What follows belongs to an exercise in optimizing a design on an open flow for small area, a short achievable clock period and few clock cycles per item; a production flow would make more cautious choices. At most, simulation tests tie the RTL to the original design; equivalence was not proved. The RTL of run 1 was laid out without a check of its function. Power is estimated from default activity; no workload was simulated.

==> flow/design.v (outline; a module is shown in full before it is edited, if it fits) <==
// module conv3x3_stream_engine: 1961 lines
// module csa_fa: 10 lines
module conv3x3_stream_engine #(
    parameter int BIT_DEPTH = 8,
    parameter int IMG_W     = 28,
    parameter int IMG_H     = 28,
    parameter int ACC_W     = 20,
    parameter int ADDR_W    = 10
) (
    input  logic                 clk,
    input  logic                 rst,
    input  logic                 kernel_wr_en,
    input  logic [3:0]           kernel_wr_addr,
    input  logic [BIT_DEPTH-1:0] kernel_wr_data,
    input  logic                 start,
    input  logic [1:0]           stride,
    input  logic                 relu_en,
    input  logic [4:0]           shift_amt,
    input  logic                 pix_valid,
    input  logic [BIT_DEPTH-1:0] pix_data,
    output logic                 pix_ready,
    output logic                 out_valid,
    output logic [BIT_DEPTH-1:0] out_data,
    output logic [ADDR_W-1:0]    out_addr,
    input  logic                 out_ready,
    output logic                 busy,
    output logic                 done
);
  // ...
==> flow/run.sh <==
#!/bin/bash
# synth_recipe.tcl (not shown) runs the flow's synth.tcl, then flattens the netlist and writes it again
# the make line also repeats each setting of config.mk as NAME=value (left out here)
make -C /OpenROAD-flow-scripts/flow DESIGN_CONFIG=/design/flow/config.mk WORK_HOME=/design/flow/orfs CLKGATE_MAP_FILE= SYNTH_SCRIPT=/design/flow/synth_recipe.tcl finish
==> flow/config.mk <==
export PLATFORM = sky130hd
export DESIGN_NAME = conv3x3_stream_engine
export DESIGN_NICKNAME = conv3x3_stream_engine
export VERILOG_FILES = /design/flow/design.v
export SDC_FILE = /design/flow/constraint.sdc
export NUM_CORES = 4
export LEC_CHECK = 0
export CAP_MARGIN = 50
export CORE_MARGIN = 2
export CORE_UTILIZATION = 40
export SLEW_MARGIN = 70
export SYNTH_HIERARCHICAL = 1
==> flow/constraint.sdc <==
create_clock -name core_clock -period 13.0 [get_ports {clk}]
set_input_delay 2.6000 -clock core_clock [delete_from_list [all_inputs] [get_ports {clk}]]
set_output_delay 2.6000 -clock core_clock [all_outputs]
set_load 0.01 [all_outputs]
==> flow_metrics.env, run 1 <==
export IMPL_synth_mux_area_fraction=0.0167
export IMPL_path_max_fanout=4
export IMPL_sh_seq_area=0.464
export IMPL_yosys_area_share_adder=0.296
export IMPL_run_status="finished clean"
export IMPL_fin_worst_skew_ns=0.0453
export IMPL_timing_critical_path_cells="clkdlybuf4s50_1"
export IMPL_groute_layer_met1_usage=0.291
export IMPL_pg_comb_mw=4.18
export IMPL_layout_clock_buffers=94
export IMPL_setup_tns_final_ns=0
export IMPL_max_slew_worst_pin_slew_ns=0.459
export IMPL_routed_via_density=5.22
export IMPL_non_clock_buffer_area_share=0.0427
export IMPL_routed_wl_um=105000
export IMPL_top_level_ports=56
export IMPL_synth_net_count=3222
export IMPL_core_rowCount=113
export IMPL_cp_slowest_stage_delay_ns=0.61
export IMPL_gp_congestion=0.973
export IMPL_nonClockBufferCount=243
export IMPL_fin_ws_ns=8.66
export IMPL_power_frac_seq=0.314
export IMPL_die_x_um=313
export IMPL_synth_warn=8
export IMPL_post_route_cells_drive_above_1_share=0.140
export IMPL_placedInstanceArea_um2=41000
export IMPL_finish_instance_area_um2=43900
export IMPL_number_of_enable_flip_flop_cells_after_synthesis=583
export IMPL_post_route_period_util=0.334
export IMPL_setup_violations_final=0
export IMPL_dp_worst_setup_slack_ns=8.15
export IMPL_critPathLaunch="busy_r"
export IMPL_setup_reg_to_reg_worst_slack_ns=8.68
export IMPL_ys_top_cells_by_area="sky130_fd_sc_hd__edfxtp_1 (46%), sky130_fd_sc_hd__fa_1 (28%), sky130_fd_sc_hd__dfxtp_1 (7.5%)"
export IMPL_syn2layout_area_growth_pct=14.8
export IMPL_power_mw=9.42
export IMPL_core_area_um2=94900
export IMPL_cts_post_setup_buffers_inserted=0
==> inputs of run 2 (changes only) <==
--- a/flow/design.v
+++ b/flow/design.v
@@ -1901,24 +1901,25 @@
     end
     logic [19:0] m7, m8;
     always_comb begin
         for (int i = 0; i < 20; i++) begin
             m7[i] = (i >= 7) && ({1'b0, shift_r} <= 6'(i - 7));
             m8[i] = (i >= 8) && ({1'b0, shift_r} <= 6'(i - 8));
         end
     end
-    logic        sgn, ovf_s, ovf_u;
-    logic [19:0] shv;
+    logic               sgn, ovf_s, ovf_u;
+    logic signed [19:0] sum_s, shv;
+    assign sum_s = sum;
     logic [7:0]  res;
     always_comb begin
         sgn   = sum[19];
         ovf_s = |((sum ^ {20{sgn}}) & m7);
         ovf_u = |(sum & m8);
-        shv   = $signed(sum) >>> shift_r;
+        shv   = sum_s >>> shift_r;
         if (relu_r) begin
             if (sgn)        res = 8'h00;
             else if (ovf_u) res = 8'hff;
             else            res = shv[7:0];
         end else begin
             if (ovf_s)      res = sgn ? 8'h80 : 8'h7f;
             else            res = shv[7:0];
         end
==> flow_metrics.env, run 2 <==
export IMPL_buffer_ports_inserted=55
export IMPL_yosysTopAreaCell="sky130_fd_sc_hd__edfxtp_1"
export IMPL_initial_antenna_violation_count=1
export IMPL_grt_setup_unrepaired="no"
export IMPL_postSynth_topFlopCell="sky130_fd_sc_hd__edfxtp_1"
export IMPL_synth_top_area_share=0.458
export IMPL_cts_resized=0
export IMPL_final_seq_area_um2=20400
export IMPL_insertion_delay_ns=0.65
export IMPL_grt_usage=0.218
export IMPL_dr_first_iter_drc_count=1938
export IMPL_setup_violations_final=0
export IMPL_setup_tns_final_ns=0
export IMPL_holdBufCountCts=0
export IMPL_cp_capture_type="primary output"
export IMPL_top_level_ports=56
export IMPL_reg_top3="lbc x464, kr x72, rp x63"
export IMPL_number_of_enable_flip_flop_cells_after_synthesis=583
export IMPL_fmax_mhz=230
export IMPL_worst_vdd_rail_ir_drop_v=0.000417
export IMPL_start_kind="flop"
export IMPL_critPathKind="reg -> out"
export IMPL_run_status="finished clean"
export IMPL_netlist_cell_types=65
export IMPL_path_delay_family="buffers and inverters"
export IMPL_min_tclk_post_route_ns=4.34
export IMPL_yosys_register_bits=726
export IMPL_crit_buf_inv=1
export IMPL_design_final_nets=3377
export IMPL_synthesis_instances=2607
export IMPL_route_met3_wl_um=6790
export IMPL_die_x_um=313
export IMPL_cts_inserted_buffers=76
export IMPL_clk_pin_slew_worst_paths_ns=0.06
export IMPL_routed_via_count=21393
export IMPL_dominant_cell_by_count_in_the_synthesized_netlist="sky130_fd_sc_hd__edfxtp_1"
export IMPL_post_synthesis_area_per_instance_um2=14.7
export IMPL_total_leakage_power_nw=14.9
export IMPL_synthTopCellsByCount="sky130_fd_sc_hd__edfxtp_1 (583), sky130_fd_sc_hd__nand2_1 (555), sky130_fd_sc_hd__fa_1 (541)"
export IMPL_place_inst=3922
export IMPL_path_max_fanout=4
export IMPL_wirelength_met1_um=42700
export IMPL_grt_max_degree=42
export IMPL_finish_instance_area_um2=43900
export IMPL_slew_headroom=0.694
export IMPL_routed_wl_met2_um=50600
export IMPL_worst_path_max_delay_cell="sky130_fd_sc_hd__clkdlybuf4s50_1"
export IMPL_max_cap_violations=0
export IMPL_routed_via_density=5.22
export IMPL_gp_congestion=0.973
export IMPL_drt_pre_antenna_iters=5
export IMPL_max_slew_worst_pin_slew_ns=0.459
export IMPL_routed_wl_um=105000
export IMPL_largest_register_ff_count=464
export IMPL_core_area_um2=94900
export IMPL_initial_standard_cell_utilization_of_the_core=0.403
export IMPL_critical_path_depth=1
export IMPL_floorplan_die_height_um=313
export IMPL_syn2layout_area_growth_pct=14.8
export IMPL_multiInputGateArea_um2=17200
export IMPL_post_route_period_util=0.334
export IMPL_route_detailed_wl_per_inst_um=25.6
export IMPL_synth_net_count=3222
export IMPL_cp_slowest_stage_delay_ns=0.61
export IMPL_timing_critical_path_cells="clkdlybuf4s50_1"
export IMPL_synth_warn=8
export IMPL_ys_top_cells_by_area="sky130_fd_sc_hd__edfxtp_1 (46%), sky130_fd_sc_hd__fa_1 (28%), sky130_fd_sc_hd__dfxtp_1 (7.5%)"
export IMPL_final_cell_mix="sky130_fd_sc_hd__edfxtp_1 (583), sky130_fd_sc_hd__nand2_1 (554), sky130_fd_sc_hd__fa_1 (541)"
export IMPL_cts_post_setup_buffers_inserted=0
export IMPL_cts_max_path_bufs=3
export IMPL_route_antenna_remaining_nets=0
export IMPL_mostFrequentLayoutCell="sky130_fd_sc_hd__edfxtp_1"
export IMPL_tritoncts="built"
export IMPL_hold_path_class="reg -> reg"
export IMPL_cts_sinks=726
export IMPL_synth_seq_area_share=0.532
export IMPL_hold_path_depth=1
export IMPL_async_s_r_ff_share_synth=0
export IMPL_mappedNetlistArea_um2=38300
export IMPL_grt_pass1_vias=23054
export IMPL_htree_levels=3
export IMPL_detailed_place_hpwl_um=84100
export IMPL_fill_cells=8345
export IMPL_cts_root_buffer_cell="sky130_fd_sc_hd__clkbuf_16"
export IMPL_power_per_cell_area_nw_per_um2=215
export IMPL_top_register_by_number_of_flip_flops="lbc"
export IMPL_drv_slew=0
export IMPL_final_report_hold_violation_count=0
export IMPL_route_detailed_drc=0
export IMPL_grt_pass1_wl_um=154000
export IMPL_placedInstanceArea_um2=41000
export IMPL_post_layout_nonfiller_instances=4095
export IMPL_crit_arrival_ns=1.74
export IMPL_fin_worst_skew_ns=0.0453
export IMPL_post_route_cells_drive_above_1_share=0.140
export IMPL_design_die_area_um2=98100
export IMPL_core_rowCount=113
export IMPL_timing_reg2reg_worst_path_depth=10
export IMPL_routed_top_layer="met4"
export IMPL_overflow=0
export IMPL_cp_required_ns=10.40
run 2: cell counts after synthesis:
No cell type changed its count.
run 2: metrics by stage:
| stage | hold slack [ns] | util | power [mW] | setup WS (ns) |
|---|---|---|---|---|
| 3_5_place_dp | 0.352 | 0.432 | 7.13 | 8.15 |
| 2_1_floorplan | 0.338 | - | 5.72 | 1.67 |
| 5_1_grt | 0.376 | 0.463 | 10.0 | 8.59 |
| 4_1_cts | 0.366 | 0.460 | 9.44 | 8.61 |
| 3_3_place_gp | 0.344 | 0.420 | 6.98 | 8.09 |
| 6_report | 0.358 | 0.463 | 9.42 | 8.66 |
run 2: layer usage:
layer	vias up	track usage
met5	-	0
met4	0	0.0910
met3	217	0.0350
met2	906	0.355
met1	11267	0.291
li1	9003	-
run 2: worst paths after layout:
path	slack, ns	from	to
worst max register to register	8.68	kr[7][3]	rp[34]
worst min-delay path	0.36	rp[0]	sum[0]
worst max-delay path	8.66	busy_r	busy
worst min register to register	0.36	rp[0]	sum[0]
run 2: final cells by class:
type / instances / area share
clock inverter: 48 / 0.0149
clock buffer: 94 / 0.0460
sequential: 726 / 0.464
multi-input combinational: 1657 / 0.391
tap: 1265 / 0.0360
timing repair buffer: 243 / 0.0427
inverter: 58 / 0.00496
antenna: 4 / 0.000228
run 2: cell families after synthesis:
| logic type | synth area share |
|---|---|
| adders and majority gates | 0.296 |
| and+or+nand+nor | 0.0987 |
| DFF | 0.532 |
| AOI/OAI and AO/OA | 0.0251 |
| muxes | 0.0167 |
| xor gates and xnor gates | 0.00755 |
| buffers and inverters | 0.0233 |
run 2: report_power, final:
part | total, mW | switching (mW) | leakage, nW | internal [mW]
Combinational | 4.18 | 2.38 | 7.24 | 1.80
Clock | 2.29 | 0.940 | 1.30 | 1.35
Sequential | 2.95 | 0.156 | 6.35 | 2.80
run 2: Yosys stat by module, one instance, submodules excluded:
module                 cells inside  copies in the design  cell area [um^2]
csa_fa                            1                   541              20.0
conv3x3_stream_engine          2066                     1             27400
Testbench counts of run 2, summed over its fixed seeds: cycles 25,476, items 14,027.

## port drivers added, routing unchanged
No port has a modelled driver above. Below, the same layouts with a new extraction and two added sets of constraints.
Step 1, drivers: a clkbuf_16 drives clk and a buf_2 each remaining input, both assumed.
Step 2 moves the port delays by t, midway between the first and last clock arrival at a register: inputs arrive t later, outputs are due t later. That takes back most of the time a late clock gives input paths.
a / b / c = ideal ports / drivers / drivers and shift; a / b = the first two.
run | shift t [ns] | setup slack, ns | worst setup path at the end
run 1 | 0.691 | 8.657 / 8.593 / 8.168 | input to register
run 2 | 0.691 | 8.657 / 8.593 / 8.168 | input to register
After both steps every run listed still meets setup and hold.
